Context: an optimization exercise on an open-source flow, tuned for small area. The choices shown serve that exercise and are no tape-out recipe.
In this exercise RTL edits were held to simulation tests only and were not proved equivalent to the original.
No activity file was given, so power comes from the tool's default toggle rates.

## lane 3
==> flow/design.v <==
`timescale 1ns/1ns
package jhp_pkg;
    typedef logic [8-1:0]               byte_t;
    typedef logic [15:0]                          seg_len_t;   
    typedef logic [15:0]                          dim_t;       
    typedef logic [3:0]                           ncomp_t;
    typedef logic [3:0]                           samp_t;      
    typedef logic [$clog2(2)-1:0]       qt_id_t;
    typedef logic [$clog2(64)-1:0]   qt_idx_t;
    typedef logic [1:0]                           comp_idx_t;
    typedef enum logic [2:0] {
        HUNT, MARKER_ID, LEN_HI, LEN_LO, BODY
    } scan_state_t;
    typedef enum logic [3:0] {
        SOF_PREC, SOF_H_HI, SOF_H_LO, SOF_W_HI, SOF_W_LO, SOF_NCOMP,
        SOF_C_ID, SOF_C_SAMP, SOF_C_QT, SOF_TAIL,
        DQT_INFO, DQT_READ, SOS_BODY, IGNORE
    } seg_state_t;
endpackage
`timescale 1ns/1ns
module qt_rd_mux (
    input  logic [1023:0] ring,
    input  logic [127:0]  rsel,
    output logic [7:0]    qt_rd_data
);
    for (genvar i = 0; i < 8; i++) begin : g_bit
        logic [42:0] l1;     
        logic [10:0] l2;     
        logic [2:0]  l3;     
        for (genvar g = 0; g < 42; g++) begin : g_l1
            jhp_aoi222 u (
                .a0(ring[8*(3*g)   + i]), .s0(rsel[3*g]),
                .a1(ring[8*(3*g+1) + i]), .s1(rsel[3*g+1]),
                .a2(ring[8*(3*g+2) + i]), .s2(rsel[3*g+2]),
                .y (l1[g]));
        end
        jhp_aoi22 u_l1_last (
            .a0(ring[8*126 + i]), .s0(rsel[126]),
            .a1(ring[8*127 + i]), .s1(rsel[127]),
            .y (l1[42]));
        for (genvar g = 0; g < 10; g++) begin : g_l2
            jhp_nand4 u (.a(l1[4*g]), .b(l1[4*g+1]), .c(l1[4*g+2]), .d(l1[4*g+3]), .y(l2[g]));
        end
        jhp_nand3 u_l2_last (.a(l1[40]), .b(l1[41]), .c(l1[42]), .y(l2[10]));
        jhp_nor4 u_l3_0 (.a(l2[0]), .b(l2[1]), .c(l2[2]), .d(l2[3]), .y(l3[0]));
        jhp_nor4 u_l3_1 (.a(l2[4]), .b(l2[5]), .c(l2[6]), .d(l2[7]), .y(l3[1]));
        jhp_nor3 u_l3_2 (.a(l2[8]), .b(l2[9]), .c(l2[10]), .y(l3[2]));
        jhp_nand3 u_l4 (.a(l3[0]), .b(l3[1]), .c(l3[2]), .y(qt_rd_data[i]));
    end
endmodule
module jhp_aoi222 (
    input  logic a0, s0, a1, s1, a2, s2,
    output logic y
);
    assign y = ~((a0 & s0) | (a1 & s1) | (a2 & s2));
endmodule
module jhp_aoi22 (
    input  logic a0, s0, a1, s1,
    output logic y
);
    assign y = ~((a0 & s0) | (a1 & s1));
endmodule
module jhp_nand4 (
    input  logic a, b, c, d,
    output logic y
);
    assign y = ~(a & b & c & d);
endmodule
module jhp_nand3 (
    input  logic a, b, c,
    output logic y
);
    assign y = ~(a & b & c);
endmodule
module jhp_nor4 (
    input  logic a, b, c, d,
    output logic y
);
    assign y = ~(a | b | c | d);
endmodule
module jhp_nor3 (
    input  logic a, b, c,
    output logic y
);
    assign y = ~(a | b | c);
endmodule
`timescale 1ns/1ns
module jpeg_header_parser (
    input  logic                       clk,
    input  logic                       rst_n,
    input  logic                       byte_valid,
    input  logic [7:0]                 byte_in,
    output logic                       byte_credit,
    output logic [15:0]                img_height,
    output logic [15:0]                img_width,
    output logic [3:0]                 num_components,
    output logic [3*4-1:0] comp_h_samp,      
    output logic [3*4-1:0] comp_v_samp,      
    output logic [3-1:0]   comp_quant_id,    
    output logic                       start_scan,
    input  logic                       qt_rd_table,
    input  logic [5:0]                 qt_rd_index,
    output logic [7:0]                 qt_rd_data
);
    localparam int NRING = 16;           
    logic [7:0] fmem [4];
    logic [1:0] wr_ptr, rd_ptr;
    logic [2:0] fcount;
    logic       avail, pop;
    logic [7:0] b;
    assign avail       = (fcount != 3'd0);
    assign b           = fmem[rd_ptr];
    assign byte_credit = pop;
    always_ff @(posedge clk) begin
        if (byte_valid)
            fmem[wr_ptr] <= byte_in;
    end
    always_ff @(posedge clk or negedge rst_n) begin
        if (!rst_n) begin
            wr_ptr <= '0;
            rd_ptr <= '0;
            fcount <= '0;
        end else begin
            if (byte_valid)
                wr_ptr <= wr_ptr + 2'd1;
            if (pop)
                rd_ptr <= rd_ptr + 2'd1;
            fcount <= fcount + {2'b00, byte_valid} - {2'b00, pop};
        end
    end
    localparam logic [2:0] HUNT = 3'd0, MID = 3'd1, LHI = 3'd2, LLO = 3'd3, BODY = 3'd4;
    localparam logic [1:0] SG_OTH = 2'd0, SG_SOF = 2'd1, SG_DQT = 2'd2, SG_SOS = 2'd3;
    logic [2:0]  fst;
    logic [15:0] rem;            
    logic [1:0]  seg;
    logic [5:0]  cnt;            
    logic        info;           
    logic        keep;           
    logic        tbl;            
    logic        clr;            
    logic [2:0]  m;              
    logic        in_body, last, standalone;
    logic        is_sof, is_dqt;
    logic        do_write, aligned, wr_en;
    assign in_body    = (fst == BODY);
    assign last       = (rem == 16'd3);
    assign standalone = (b == 8'h00) || (b == 8'h01) || (b[7:4] == 4'hD && b[3:0] <= 4'd9);
    assign is_sof     = in_body && (seg == SG_SOF);
    assign is_dqt     = in_body && (seg == SG_DQT);
    assign do_write   = is_dqt && !info && keep;
    assign aligned    = (cnt[2:0] + m == 3'd0);       
    assign pop        = avail && !start_scan && (!do_write || aligned);
    always_ff @(posedge clk or negedge rst_n) begin
        if (!rst_n) begin
            fst        <= HUNT;
            start_scan <= 1'b0;
            clr        <= 1'b1;
            m          <= '0;
        end else begin
            clr <= 1'b0;
            m   <= m - 3'd1;
            if (pop) begin
                case (fst)
                    HUNT: if (b == 8'hFF) fst <= MID;
                    MID: begin
                        if (standalone)       fst <= HUNT;
                        else if (b != 8'hFF)  fst <= LHI;
                    end
                    LHI: fst <= LLO;
                    LLO: fst <= (rem[15:8] != 8'd0 || b > 8'd2) ? BODY : HUNT;
                    default: begin
                        if (last) begin
                            fst <= HUNT;
                            if (seg == SG_SOS)
                                start_scan <= 1'b1;      
                        end
                    end
                endcase
            end
        end
    end
    always_ff @(posedge clk) begin
        if (pop) begin
            case (fst)
                MID: begin
                    case (b)
                        8'hC0: seg <= SG_SOF;
                        8'hDB:  seg <= SG_DQT;
                        8'hDA:  seg <= SG_SOS;
                        default:      seg <= SG_OTH;
                    endcase
                end
                LHI: rem[15:8] <= b;
                LLO: begin
                    rem[7:0] <= b;
                    cnt      <= '0;
                    info     <= 1'b1;
                end
                BODY: begin
                    rem <= rem - 16'd1;
                    if (seg == SG_SOF) begin
                        if (cnt[3:0] != 4'd15)
                            cnt <= cnt + 6'd1;
                    end else if (seg == SG_DQT) begin
                        if (info) begin
                            info <= 1'b0;
                            keep <= (b[3:1] == 3'd0);
                            tbl  <= b[0];
                        end else begin
                            cnt <= cnt + 6'd1;
                            if (cnt == 6'd63)
                                info <= 1'b1;
                        end
                    end
                end
                default: ;
            endcase
        end
    end
    logic [7:0] fb;
    logic       sof_pop;
    assign fb      = clr ? 8'h00 : b;
    assign sof_pop = pop && is_sof;
    always_ff @(posedge clk) begin
        if (clr || (sof_pop && cnt[3:0] == 4'd1)) img_height[15:8] <= fb;
        if (clr || (sof_pop && cnt[3:0] == 4'd2)) img_height[7:0]  <= fb;
        if (clr || (sof_pop && cnt[3:0] == 4'd3)) img_width[15:8]  <= fb;
        if (clr || (sof_pop && cnt[3:0] == 4'd4)) img_width[7:0]   <= fb;
        if (clr || (sof_pop && cnt[3:0] == 4'd5)) num_components   <= fb[3:0];
        for (int c = 0; c < 3; c++) begin
            if (clr || (sof_pop && cnt[3:0] == 4'(7 + 3*c) && num_components > 4'(c))) begin
                comp_h_samp[4*c +: 4] <= fb[7:4];
                comp_v_samp[4*c +: 4] <= fb[3:0];
            end
            if (clr || (sof_pop && cnt[3:0] == 4'(8 + 3*c) && num_components > 4'(c)))
                comp_quant_id[c] <= fb[0];
        end
    end
    logic [7:0] ring [NRING][8];
    logic [3:0] wring;
    assign wr_en = pop && do_write;
    assign wring = {tbl, cnt[5:3]};
    always_ff @(posedge clk) begin
        for (int j = 0; j < NRING; j++) begin
            for (int p = 1; p < 8; p++)
                ring[j][p-1] <= ring[j][p];
            ring[j][7] <= (wr_en && wring == 4'(j)) ? b : ring[j][0];
        end
    end
    logic [7:0]      lsel;
    logic [15:0]     hsel;
    logic [127:0]    rsel;
    logic [1023:0]   rflat;
    logic [7:0]      rdata;
    always_comb begin
        for (int p = 0; p < 8; p++)
            lsel[p] = (qt_rd_index[2:0] == 3'(p) - m);
        hsel = '0;
        hsel[{qt_rd_table, qt_rd_index[5:3]}] = 1'b1;
        for (int j = 0; j < NRING; j++)
            for (int p = 0; p < 8; p++) begin
                rsel[8*j+p]          = hsel[j] & lsel[p];
                rflat[8*(8*j+p) +: 8] = ring[j][p];
            end
    end
    qt_rd_mux qt_rd_mux_inst (.ring(rflat), .rsel, .qt_rd_data(rdata));
    always_ff @(posedge clk) qt_rd_data <= rdata;
endmodule
Settings: LEC_CHECK=0, CAP_MARGIN=20, CORE_MARGIN=2, CORE_UTILIZATION=65, GPL_TIMING_DRIVEN=0, PLACE_DENSITY=0.78, SLEW_MARGIN=20, SYNTH_HIERARCHICAL=1; clock period 5.0 ns.
standard.sh (not shown) runs the stock make flow with config.mk's settings and CLKGATE_MAP_FILE= SYNTH_SCRIPT=/design/flow/synth_recipe.tcl, a recipe that flattens the netlist after the stock synthesis.
==> flow/flow/run.sh <==
#!/bin/bash
# Standard layout with three changes: port buffers use the smallest buffer,
# and the clock tree uses clkbuf_8 in clusters of 20 sinks without dummy loads.
set -euo pipefail
export BUFFER_PORTS_ARGS="-buffer_cell sky130_fd_sc_hd__buf_1"
export CTS_ARGS="-sink_clustering_enable -repair_clock_nets -buf_list sky130_fd_sc_hd__clkbuf_8 -sink_clustering_size 20 -sink_clustering_max_diameter 50 -dont_use_dummy_load"
bash standard.sh > standard.log 2>&1
## Diff of input files: lane 1 against lane 3
Settings: PLACE_DENSITY changed from 0.78 to 0.7; CORE_UTILIZATION changed from 65 to 55.
==> flow/flow/run.sh <==
#!/bin/bash
# Standard layout with three changes: port buffers use the smallest buffer,
# and the clock tree uses clkbuf_8 in clusters of 16 sinks without dummy loads.
set -euo pipefail
export BUFFER_PORTS_ARGS="-buffer_cell sky130_fd_sc_hd__buf_1"
export CTS_ARGS="-sink_clustering_enable -repair_clock_nets -buf_list sky130_fd_sc_hd__clkbuf_8 -sink_clustering_size 16 -sink_clustering_max_diameter 50 -dont_use_dummy_load"
bash standard.sh > standard.log 2>&1
- Max freq lane 3 -> lane 1: degraded
- Summary of lane 1 over lane 3: design area rose by 1.1%, worst setup slack after layout fell by 130 ps, post-route non-filler standard cell count rose by about 4%, via count fell by 183.
- Summary of lane 1 over lane 3: combinational power was more or less identical; max-slew violation count was more or less identical; met3 layer usage reported by global route went down by 0.57 points.

* * *

jpeg_header_parser, a different RTL version from the one above (not shown whole).
Size: about 2,400 cells after synthesis, ~1,200 flip-flops, about 91 I/O pins.
clock: 5.0 ns
lec_check: 0
cap_margin: 20
core_margin: 2
core_utilization: 65
gpl_timing_driven: 0
place_density: 0.78
setup_slack_margin: 0.3
slew_margin: 20
synth_hierarchical: 1
==> flow/flow/run.sh <==
#!/bin/bash
# Standard layout with three changes: port buffers use the smallest buffer,
# and the clock tree uses clkbuf_16 leaf buffers for clusters of 30 sinks and
# clkbuf_8 above them, without dummy loads.
set -euo pipefail
export BUFFER_PORTS_ARGS="-buffer_cell sky130_fd_sc_hd__buf_1"
export CTS_ARGS="-sink_clustering_enable -repair_clock_nets -buf_list sky130_fd_sc_hd__clkbuf_8 -sink_clustering_buffer sky130_fd_sc_hd__clkbuf_16 -sink_clustering_size 30 -sink_clustering_max_diameter 60 -dont_use_dummy_load"
bash standard.sh > standard.log 2>&1
The first run completed with no timing, DRC or antenna violations.
Rerun with:
==> flow/flow/run.sh (replaced) <==
#!/bin/bash
# Standard layout with three changes: port buffers use the smallest buffer,
# and the clock tree uses clkbuf_8 in clusters of 18 sinks without dummy loads.
set -euo pipefail
export BUFFER_PORTS_ARGS="-buffer_cell sky130_fd_sc_hd__buf_1"
export CTS_ARGS="-sink_clustering_enable -repair_clock_nets -buf_list sky130_fd_sc_hd__clkbuf_8 -sink_clustering_size 18 -sink_clustering_max_diameter 50 -dont_use_dummy_load"
bash standard.sh > standard.log 2>&1
What happened: The changed run passed the timing, design-rule and antenna checks. Clock skew went up by 0.014 ns. Total power went down by about 1.2%. Design area is about the same. Die area does not change. Maximum frequency falls by about 2.5%.

static timing again, ports no longer ideal:
Ports are ideal in the flow. The routed layouts listed here were re-timed in OpenROAD.
Step 1: set_driving_cell puts a clkbuf_16 on clk and a buf_2 on each other input, an assumption about the parent block.
Step 2, shift: input delay + t, output delay - t, t = (earliest + latest rising clock arrival at the registers) / 2. This alone moves slack from input paths to output paths.
a / b / c = no drivers / after step 1 / after step 2; a / b = the first two.
| run | t, ns | setup slack, ns | worst setup path after step 2 | latest minus earliest clock arrival (ns) | cell pins on the clock port's net |
|---|---|---|---|---|---|
| lane 3 | 0.721 | 0.264 / 0.264 / -0.379 | input to register | 0.096 / 0.096 | 1 |
| lane 1 | 0.731 | 0.130 / 0.130 / -0.570 | input to register | 0.114 / 0.115 | 1 |
| the first run of note 2 | 0.806 | 0.390 / 0.390 / -0.342 | input to register | 0.062 / 0.062 | 1 |
| the second run of note 2 | 0.738 | 0.270 / 0.270 / -0.318 | input to register | 0.077 / 0.077 | 1 |
With both steps, setup timing fails in every run listed, where it was met with ideal ports. The setup slack of the first run of note 2, which loses most, moves by 0.000 ns with the drivers and by -0.732 ns with both steps.
